What follows belongs to an exercise in optimizing a design on an open flow for small area, a short achievable clock period and few clock cycles per item; a production flow would make more cautious choices.
No functional check of the RTL was part of any run shown here.

## flow/design.v (module list and top-level ports; edited modules follow where they fit)
// module picl_regs: 55 lines
// module picl_core: 247 lines
// module picl_mac: 2156 lines
// module pi_current_loop_pwm: 66 lines
module pi_current_loop_pwm (
    input  logic                              i_clk,
    input  logic                              i_rst_n,
    input  logic                              i_in_valid,
    output logic                              i_in_ready,
    input  logic [picl_pkg::CUR_W-1:0]        i_in_raw_current,
    input  logic [picl_pkg::CUR_W-1:0]        i_in_current_target,
    input  logic [picl_pkg::PWM_W-1:0]        i_in_throttle_level,
    input  logic [picl_pkg::CUR_W-1:0]        i_in_current_ceiling,
    input  logic                              i_in_other_fault,
    output logic                              o_out_valid,
    input  logic                              o_out_ready,
    output logic [picl_pkg::PWM_W-1:0]        o_out_duty_width,
    output logic [picl_pkg::SR_W-1:0]         o_out_sr_width,
    output logic                              o_out_vref_flag,
    output logic [picl_pkg::FB_W-1:0]         o_out_norm_current,
    output logic [picl_pkg::CUR_W-1:0]        o_out_peak_current,
    output logic [picl_pkg::AVG_W-1:0]        o_out_pwm_average,
    output logic                              o_out_fault_off,
    input  logic                              psel,
    input  logic                              penable,
    input  logic                              pwrite,
    input  logic [picl_pkg::CFG_ADDR_W-1:0]   paddr,
    input  logic [picl_pkg::CFG_DATA_W-1:0]   pwdata,
    output logic [picl_pkg::CFG_DATA_W-1:0]   prdata,
    output logic                              pready
);
  // ...
==> flow/run.sh <==
#!/bin/bash
# synth_recipe.tcl (not shown) runs the flow's synth.tcl, then flattens the netlist and writes it again
# the make line also repeats each setting of config.mk as NAME=value (left out here)
make -C /OpenROAD-flow-scripts/flow DESIGN_CONFIG=/design/flow/config.mk WORK_HOME=/design/flow/orfs CLKGATE_MAP_FILE= SYNTH_SCRIPT=/design/flow/synth_recipe.tcl finish
==> flow/config.mk <==
export PLATFORM = sky130hd
export DESIGN_NAME = pi_current_loop_pwm
export DESIGN_NICKNAME = pi_current_loop_pwm
export VERILOG_FILES = /design/flow/design.v
export SDC_FILE = /design/flow/constraint.sdc
export NUM_CORES = 4
export LEC_CHECK = 0
export CAP_MARGIN = 20
export CORE_MARGIN = 2
export CORE_UTILIZATION = 40
export SLEW_MARGIN = 20
==> flow/constraint.sdc <==
create_clock -name core_clock -period 19.0 [get_ports {i_clk}]
set_input_delay 3.8000 -clock core_clock [delete_from_list [all_inputs] [get_ports {i_clk}]]
set_output_delay 3.8000 -clock core_clock [all_outputs]
set_load 0.01 [all_outputs]
==> results_dict.tcl, run 1 <==
set metrics [dict create \
    status "complete, no violations" \
    synth_commonest_cells "777 x nand2_1, 622 x a21oi_1, 513 x nor2_1" \
    signal_buffers 281 \
    ys.flop_type "dfxtp_1" \
    multi_input_area_share_pct 63.83 \
    ctsHtreeMaxLevel 2 \
    worstHoldStart "u_core.r_s1_raw[7]$_DFFE_PN_" \
    n_fill_cell 10800 \
    routed_via_density 5.730 \
    worst_slew_margin_rel_pct 18.36 \
    wl_met1_um 60830 \
    postCtsHoldBufs 0 \
    drive_gt1_share_pct 4.961 \
    final_cell_count_no_fill 6961 \
    hold_end "u_core.r_s2_raw[7]$_DFFE_PN_" \
    nClkBuffers 60 \
    path_class "register to register" \
    nets 6114 \
    synthMuxAreaShare_pct 2.820 \
    cp_max_fo 19 \
    core-area_um2 108400 \
    drv_cap 0 \
    firstDrtPassIters 6 \
    seq_share_pct 19.92 \
    cp_common_cell "fa_1" \
]
==> run 2, diff against run 1 <==
--- a/flow/config.mk
+++ b/flow/config.mk
@@ -6,4 +6,5 @@
 export NUM_CORES = 4
 export LEC_CHECK = 0
+export ABC_CLOCK_PERIOD_IN_PS = 4000
 export CAP_MARGIN = 20
 export CORE_MARGIN = 2
==> run 2 against run 1 <==
  * Cell count is the same
  * Die area did not move
  * Via count did not move
  * Critical path depth is the same
  * Wire length unchanged
  * Sequential share of layout area unchanged
  * Critical endpoint unchanged
  * Highest routed layer unchanged
==> results_dict.tcl, run 2 <==
set metrics [dict create \
    cp_cell_sequence "xor2_1, and2_1, buf_4, a221oi_1, fa_1, fa_1, fa_1, fa_1, inv_1, fa_1, inv_1, fa_1, ha_1, nand2_1, nand2b_1, a21o_1, a21o_1, a21oi_1, o21bai_1, a2111oi_0, o31ai_1, xnor2_1, nor2_1" \
    worst_slew_margin_rel_pct 18.36 \
    multiInputGateArea_um2 30350 \
    cp_max_fo 19 \
    period_share_pct 45.50 \
    gp_congestion 0.9186 \
    ant_nets 0 \
    end_kind "register" \
    synthDominantCellAreaShare_pct 13.83 \
    top_register "u_regs.r_cfg" \
    die_area_um2 111600 \
    grt_pass1_wl_um 213800 \
    track_usage_pct 24.16 \
    yosys_warnings 2 \
    drc 0 \
    start_util_pct 40.20 \
    final-setup-viol-count 0 \
    synthArstFlopShare_pct 0 \
    setup_tns_ns 0 \
    finalCriticalPeriod_ns 8.646 \
    insertion_delay_ns 0.62 \
    worstRegToRegCells 23 \
    clock_skew_ns 0.02635 \
    numClockSinks 382 \
    avgRoutedWirePerCell_um 19.80 \
    grt_start_max_net_pins 92 \
    ys_seq_area_share_pct 21.64 \
    synth.distinct_cells 96 \
    rows 121 \
    final_cell_mix "777 x nand2_1, 622 x a21oi_1, 507 x nor2_1, 489 x inv_1, 393 x o21ai_0" \
    top_regs "u_regs.r_cfg: 95 flops, u_core.r_result: 59 flops, u_core.r_s2_p: 32 flops" \
    syn_inst 5687 \
    synth_commonest_cells "777 x nand2_1, 622 x a21oi_1, 513 x nor2_1" \
    drive_gt1_share_pct 4.961 \
    cpLargestDelayFamily "adder cells" \
    cp_common_cell "fa_1" \
    drv_cap 0 \
    ioPinCount 178 \
    synth-seq-cells 382 \
    syn_avg_cell_area_um2 7.662 \
    worstHoldPathType "register to register" \
    die_w_um 334.1 \
    critPathArrivalTime_ns 8.98 \
    firstDrtPassIters 6 \
    die_h_um 334.1 \
    postCtsHoldBufs 0 \
    status "complete, no violations" \
    tightestPinTransition_ns 1.223 \
    netlist.top_cell.by_area "fa_1" \
    path_class "register to register" \
    rsz0062_at_grt "false" \
    critPathLaunchType "register" \
    grt_overflow 0 \
    ctsHtreeMaxLevel 2 \
    syn-num-nets 6295 \
    worst_path_max_delay_cell "edfxtp_1" \
    n_fill_cell 10800 \
    netlist_area_um2 43570 \
    final_common_cell "nand2_1" \
    cp.required_ns 19.33 \
    timing.fmax_mhz 115.7 \
    nets 6114 \
    post_cts.repair.setup_buffers 0 \
    antenna_found_initial 5 \
    drt-initial-drc-count 3692 \
    cts_buffer_depth 3 \
    clk_pin_slew_ns 0.07 \
    routed_via_density 5.730 \
    crit_cells 23 \
    slowest_delay_ns 0.91 \
    cts_tree "yes" \
    cts_resized 0 \
    final-hold-violation-count 0 \
    slew_viol_final 0 \
    area_growth_pct 9.117 \
    routed_wl_um 137900 \
    ys.flop_type "dfxtp_1" \
    regArea_um2 9469 \
    core-area_um2 108400 \
    largest_register_ffs 95 \
    cts_buffers 45 \
    synth_edf_count 178 \
    dpl.hpwl_um 100900 \
    root_buffer "clkbuf_16" \
    path_buf_inv 3 \
    yosysMostFrequentCell "nand2_1" \
    numPortBuffers 174 \
    synth_area_leaders "fa_1 14%, edfxtp_1 12%, dfxtp_1 9.4%" \
    whs_path_depth 0 \
    grt_pass1_vias 36900 \
    vias 39880 \
]
==> run 2: cell counts after synthesis <==
Identical to the previous run, type by type.
==> run 2: worst reg2reg max path, stage by stage, from the launching register on <==
cell,delay (ns)
edfxtp_1,0.91
xor2_1,0.43
and2_1,0.43
buf_4,0.36
a221oi_1,0.16
fa_1,0.57
fa_1,0.55
fa_1,0.54
fa_1,0.54
inv_1,0.06
fa_1,0.53
inv_1,0.06
fa_1,0.52
ha_1,0.41
nand2_1,0.16
nand2b_1,0.10
a21o_1,0.19
a21o_1,0.19
a21oi_1,0.16
o21bai_1,0.11
a2111oi_0,0.82
o31ai_1,0.26
xnor2_1,0.25
nor2_1,0.06
==> run 2: path summary, 6_finish.rpt <==
kind,to,from,slack (ns)
worst max-delay path,u_core.r_s2_p[31]$_SDFFCE_PN0N_,u_core.r_s1_x[1]$_DFFE_PN_,10.35
worst min-delay path,u_core.r_s2_raw[7]$_DFFE_PN_,u_core.r_s1_raw[7]$_DFFE_PN_,0.41
worst max register to register,u_core.r_s2_p[31]$_SDFFCE_PN0N_,u_core.r_s1_x[1]$_DFFE_PN_,10.35
worst min register to register,u_core.r_s2_raw[7]$_DFFE_PN_,u_core.r_s1_raw[7]$_DFFE_PN_,0.41
==> run 2: kinds of logic (layout without fill, tap and decap cells) <==
| kind of cell | count (synthesis) | count (layout) | synth area share (%) |
|---|---|---|---|
| AND/OR/NAND/NOR | 1621 | 1621 | 15.95 |
| buffers and inverters | 1014 | 870 | 8.810 |
| XOR/XNOR | 218 | 218 | 4.399 |
| adder cells (fa/ha/maj) | 624 | 624 | 22.53 |
| multiplexers | 117 | 117 | 2.820 |
| flip-flops | 382 | 382 | 21.64 |
| other | 1 | 5 | 0.008606 |
| AO/OA/AOI/OAI | 1710 | 1710 | 23.84 |
==> run 2: final cells by class <==
type                       count  area share, %
multi-input combinational   4291          63.83
sequential                   382          19.92
timing repair buffer         281          5.347
inverter                     505          3.997
tap                         1414          3.721
clock buffer                  60          2.642
clock inverter                24         0.5289
antenna                        4        0.02105
==> run 2: layer usage <==
layer | track usage [%] | up-vias | part of all wire (%)
met5 | 0 | - | 0
met4 | 7.619 | 0 | 3.1
met3 | 3.131 | 225 | 7.0
met2 | 39.58 | 1437 | 46
met1 | 33.01 | 19110 | 44
li1 | - | 19110 | -
==> run 2: metrics by stage <==
step	worst slack (ns)	utilization, %	instance area (um^2)	cells	hold WS [ns]
final	10.35	43.86	47550	6961	0.4133
after global placement	10.49	42.45	46020	6873	0.4007
after detailed placement	10.49	42.45	46020	6873	0.4045
after global routing	9.938	43.86	47540	6960	0.4246
after CTS	10.43	43.84	47530	6957	0.4193
after floorplan	9.914	-	43570	5687	0.4003
==> run 3, diff against run 2 <==
==> flow/flow/run.sh (new file) <==
#!/bin/bash
# Standard ORFS layout, with the repair steps asked to leave extra setup
# slack (the clock constraint itself is the design's, unchanged).
set -euo pipefail
export SETUP_SLACK_MARGIN=${PICL_SETUP_MARGIN:-13}
bash standard.sh > standard.log 2>&1
==> flow/standard.sh (new file) <==
#!/bin/bash
# synth_recipe.tcl (not shown) runs the flow's synth.tcl, then flattens the netlist and writes it again
# the make line also repeats each setting of config.mk as NAME=value (left out here)
make -C /OpenROAD-flow-scripts/flow DESIGN_CONFIG=/design/flow/config.mk WORK_HOME=/design/flow/orfs CLKGATE_MAP_FILE= SYNTH_SCRIPT=/design/flow/synth_recipe.tcl "${@:-finish}"
--- a/flow/config.mk
+++ b/flow/config.mk
@@ -6,5 +6,4 @@
 export NUM_CORES = 4
 export LEC_CHECK = 0
-export ABC_CLOCK_PERIOD_IN_PS = 4000
 export CAP_MARGIN = 20
 export CORE_MARGIN = 2
removed: flow/run.sh
==> run 3 against run 2 <==
  * Die area is the same
  * Count of clock-buffer cells in the layout shrank 9
  * Register-to-register slack gained 1.6 ns
  * Cell count grew 1.8%
  * Highest routed layer is now met5
  * Synthesized cell count is the same
  * Wire length grew 2.3%
  * Critical path depth is the same
  * Non-clock buffer count grew 125
  * First-iteration DRC count shrank 0.60%
  * Clock skew shrank 0.0040 ns
==> results_dict.tcl, run 3 <==
set metrics [dict create \
    synth_edf_count 178 \
    insertion_delay_ns 0.62 \
    grt_pass1_vias 37310 \
    vias 40590 \
    start_util_pct 40.20 \
    synthDominantCellAreaShare_pct 13.83 \
    worstHoldPathType "register to register" \
    routed_wl_um 141000 \
    syn_avg_cell_area_um2 7.662 \
    rows 121 \
    period_share_pct 37.11 \
    cp_common_cell "fa_1" \
    core-area_um2 108400 \
    critPathLaunchType "register" \
    drv_cap 0 \
    die_h_um 334.1 \
    path_buf_inv 6 \
    cp_max_fo 7 \
    grt_overflow 0 \
    synthArstFlopShare_pct 0 \
    cts_buffer_depth 3 \
    cts_tree "yes" \
    synth.distinct_cells 96 \
    netlist_area_um2 43570 \
    cpLargestDelayFamily "adder cells" \
    slowest_delay_ns 0.58 \
    final_common_cell "nand2_1" \
    clk_pin_slew_ns 0.06 \
    critPathArrivalTime_ns 7.46 \
    syn_inst 5687 \
    antenna_found_initial 5 \
    yosys_warnings 2 \
    slew_viol_final 0 \
    worst_path_max_delay_cell "fa_1" \
    nets 6241 \
    cp_cell_sequence "buf_12, xor2_4, and2_4, buf_12, a221oi_4, fa_2, fa_1, fa_1, fa_1, inv_2, fa_1, inv_1, fa_2, ha_4, buf_6, a41oi_2, buf_4, o21ai_2, a21o_1, o211a_1, o31a_1, o21a_1, nor3_4" \
    grt_start_max_net_pins 118 \
    final-hold-violation-count 0 \
    rsz0062_at_grt "true" \
    numPortBuffers 174 \
    cp.required_ns 19.40 \
    final_cell_mix "773 x nand2_1, 601 x a21oi_1, 497 x nor2_1, 479 x inv_1, 371 x o21ai_0" \
    ctsHtreeMaxLevel 2 \
    cts_buffers 43 \
    final-setup-viol-count 0 \
    synth-seq-cells 382 \
    drt-initial-drc-count 3670 \
    top_register "u_regs.r_cfg" \
    avgRoutedWirePerCell_um 19.90 \
    die_area_um2 111600 \
    drc 0 \
    routed_via_density 5.726 \
    numClockSinks 382 \
    synth_area_leaders "fa_1 14%, edfxtp_1 12%, dfxtp_1 9.4%" \
    ant_nets 0 \
    status "complete, no violations" \
    track_usage_pct 24.63 \
    ioPinCount 178 \
    n_fill_cell 10420 \
    clock_skew_ns 0.02233 \
    die_w_um 334.1 \
    timing.fmax_mhz 141.8 \
    firstDrtPassIters 6 \
    yosysMostFrequentCell "nand2_1" \
    top_regs "u_regs.r_cfg: 95 flops, u_core.r_result: 59 flops, u_core.r_s2_p: 32 flops" \
    syn-num-nets 6295 \
    netlist.top_cell.by_area "fa_1" \
    area_growth_pct 16.50 \
    postCtsHoldBufs 0 \
    ys.flop_type "dfxtp_1" \
    grt_pass1_wl_um 218000 \
    root_buffer "clkbuf_16" \
    worst_slew_margin_rel_pct 31.61 \
    preCtsSetupSlack_ns 10.60 \
    tightestPinTransition_ns 1.026 \
    end_kind "register" \
    setup_tns_ns 0 \
    drive_gt1_share_pct 10.83 \
    ys_seq_area_share_pct 21.64 \
    finalCriticalPeriod_ns 7.051 \
    largest_register_ffs 95 \
    synth_commonest_cells "777 x nand2_1, 622 x a21oi_1, 513 x nor2_1" \
    worst_slack_ns 11.95 \
    path_class "register to register" \
    dpl.hpwl_um 97970 \
    gp_congestion 0.9281 \
]
[run 3: cell counts after synthesis]
No cell type changed its count.
[run 3: worst paths after layout]
path                           startpoint                              end  slack (ns)  depth (start not counted)
max reg2reg    u_core.r_s1_x[2]$_DFFE_PN_  u_core.r_s2_p[28]$_SDFFCE_PN0N_       11.95                         23
min          u_core.r_s2_raw[4]$_DFFE_PN_     u_core.r_s3_raw[4]$_DFFE_PN_        0.41                          0
min reg2reg  u_core.r_s2_raw[4]$_DFFE_PN_     u_core.r_s3_raw[4]$_DFFE_PN_        0.41                          0
max            u_core.r_s1_x[2]$_DFFE_PN_  u_core.r_s2_p[28]$_SDFFCE_PN0N_       11.95                         23
[run 3: stage by stage]
step                      hold WS, ns  std cells  area (um^2)  util [%]
after detailed placement       0.4045       6863        46260     42.68
after CTS                      0.4147       7053        50110     46.22
final                          0.4130       7088        50760     46.83
after floorplan                0.4003       5687        44100         -
after global placement         0.4015       6863        46260     42.68
after global routing           0.4231       7086        50760     46.83
[run 3: timing repair]
| item | 4_1_cts | 5_1_grt |
|---|---|---|
| buffers inserted | 90 | 29 |
| cloned | 20 | 0 |
| pin swaps | 54 | 32 |
| endpoints found under the hold margin | 0 | 0 |
| setup endpoints to repair | 98 | 66 |
| resized for setup | 328 | 91 |
[run 3: final cells by class]
class	instances	area (um^2)	area share, %
diodes	6	15.01	0.02958
clock buffers	51	1126	2.218
clock inverters	29	266.5	0.5250
inverters	505	1947	3.835
multi-input cells	4294	31870	62.79
flip-flops and latches	382	9497	18.71
well taps	1414	1769	3.485
repair buffers	406	4253	8.378
repair inverters	1	16.27	0.03204
[run 3: cells by family (layout without fill, tap and decap cells)]
family / after synthesis / after routing / share of synthesized area (%)
AO/OA/AOI/OAI: 1710 / 1711 / 23.84
AND/OR/NAND/NOR: 1621 / 1623 / 15.95
buffers and inverters: 1014 / 992 / 8.810
adder cells (fa/ha/maj): 624 / 624 / 22.53
flip-flops: 382 / 382 / 21.64
XOR/XNOR: 218 / 218 / 4.399
multiplexers: 117 / 117 / 2.820
other: 1 / 7 / 0.008606
[run 3: routing by layer]
| layer | track usage [%] | share of wire [%] | vias up |
|---|---|---|---|
| met5 | 0 | 0.0092 | - |
| met4 | 9.584 | 4.0 | 2 |
| met3 | 3.752 | 7.2 | 274 |
| met2 | 40.30 | 47 | 1494 |
| met1 | 32.66 | 42 | 19430 |
| li1 | - | - | 19390 |

static timing again, ports no longer ideal:
Ports are ideal in the flow. The routed layouts listed here were re-timed in OpenROAD.
Step 1, drivers: a clkbuf_16 drives i_clk and a buf_2 each remaining input, both assumed.
Step 2 also shifts input and output timing later by t, the mid clock arrival at the registers, as if the neighbouring blocks saw the same clock.
Slacks: ideal / step 1 / step 2; pairs: ideal / step 1.
| run | t, ns | setup WS [ns] | clock arrival spread, ns |
|---|---|---|---|
| run 1 | 0.665 | 10.354 / 10.354 / 10.354 | 0.032 / 0.033 |
| run 2 | 0.665 | 10.354 / 10.354 / 10.354 | 0.032 / 0.033 |
| run 3 | 0.675 | 11.949 / 11.949 / 11.949 | 0.027 / 0.027 |
After both steps setup and hold are still met in every run listed.
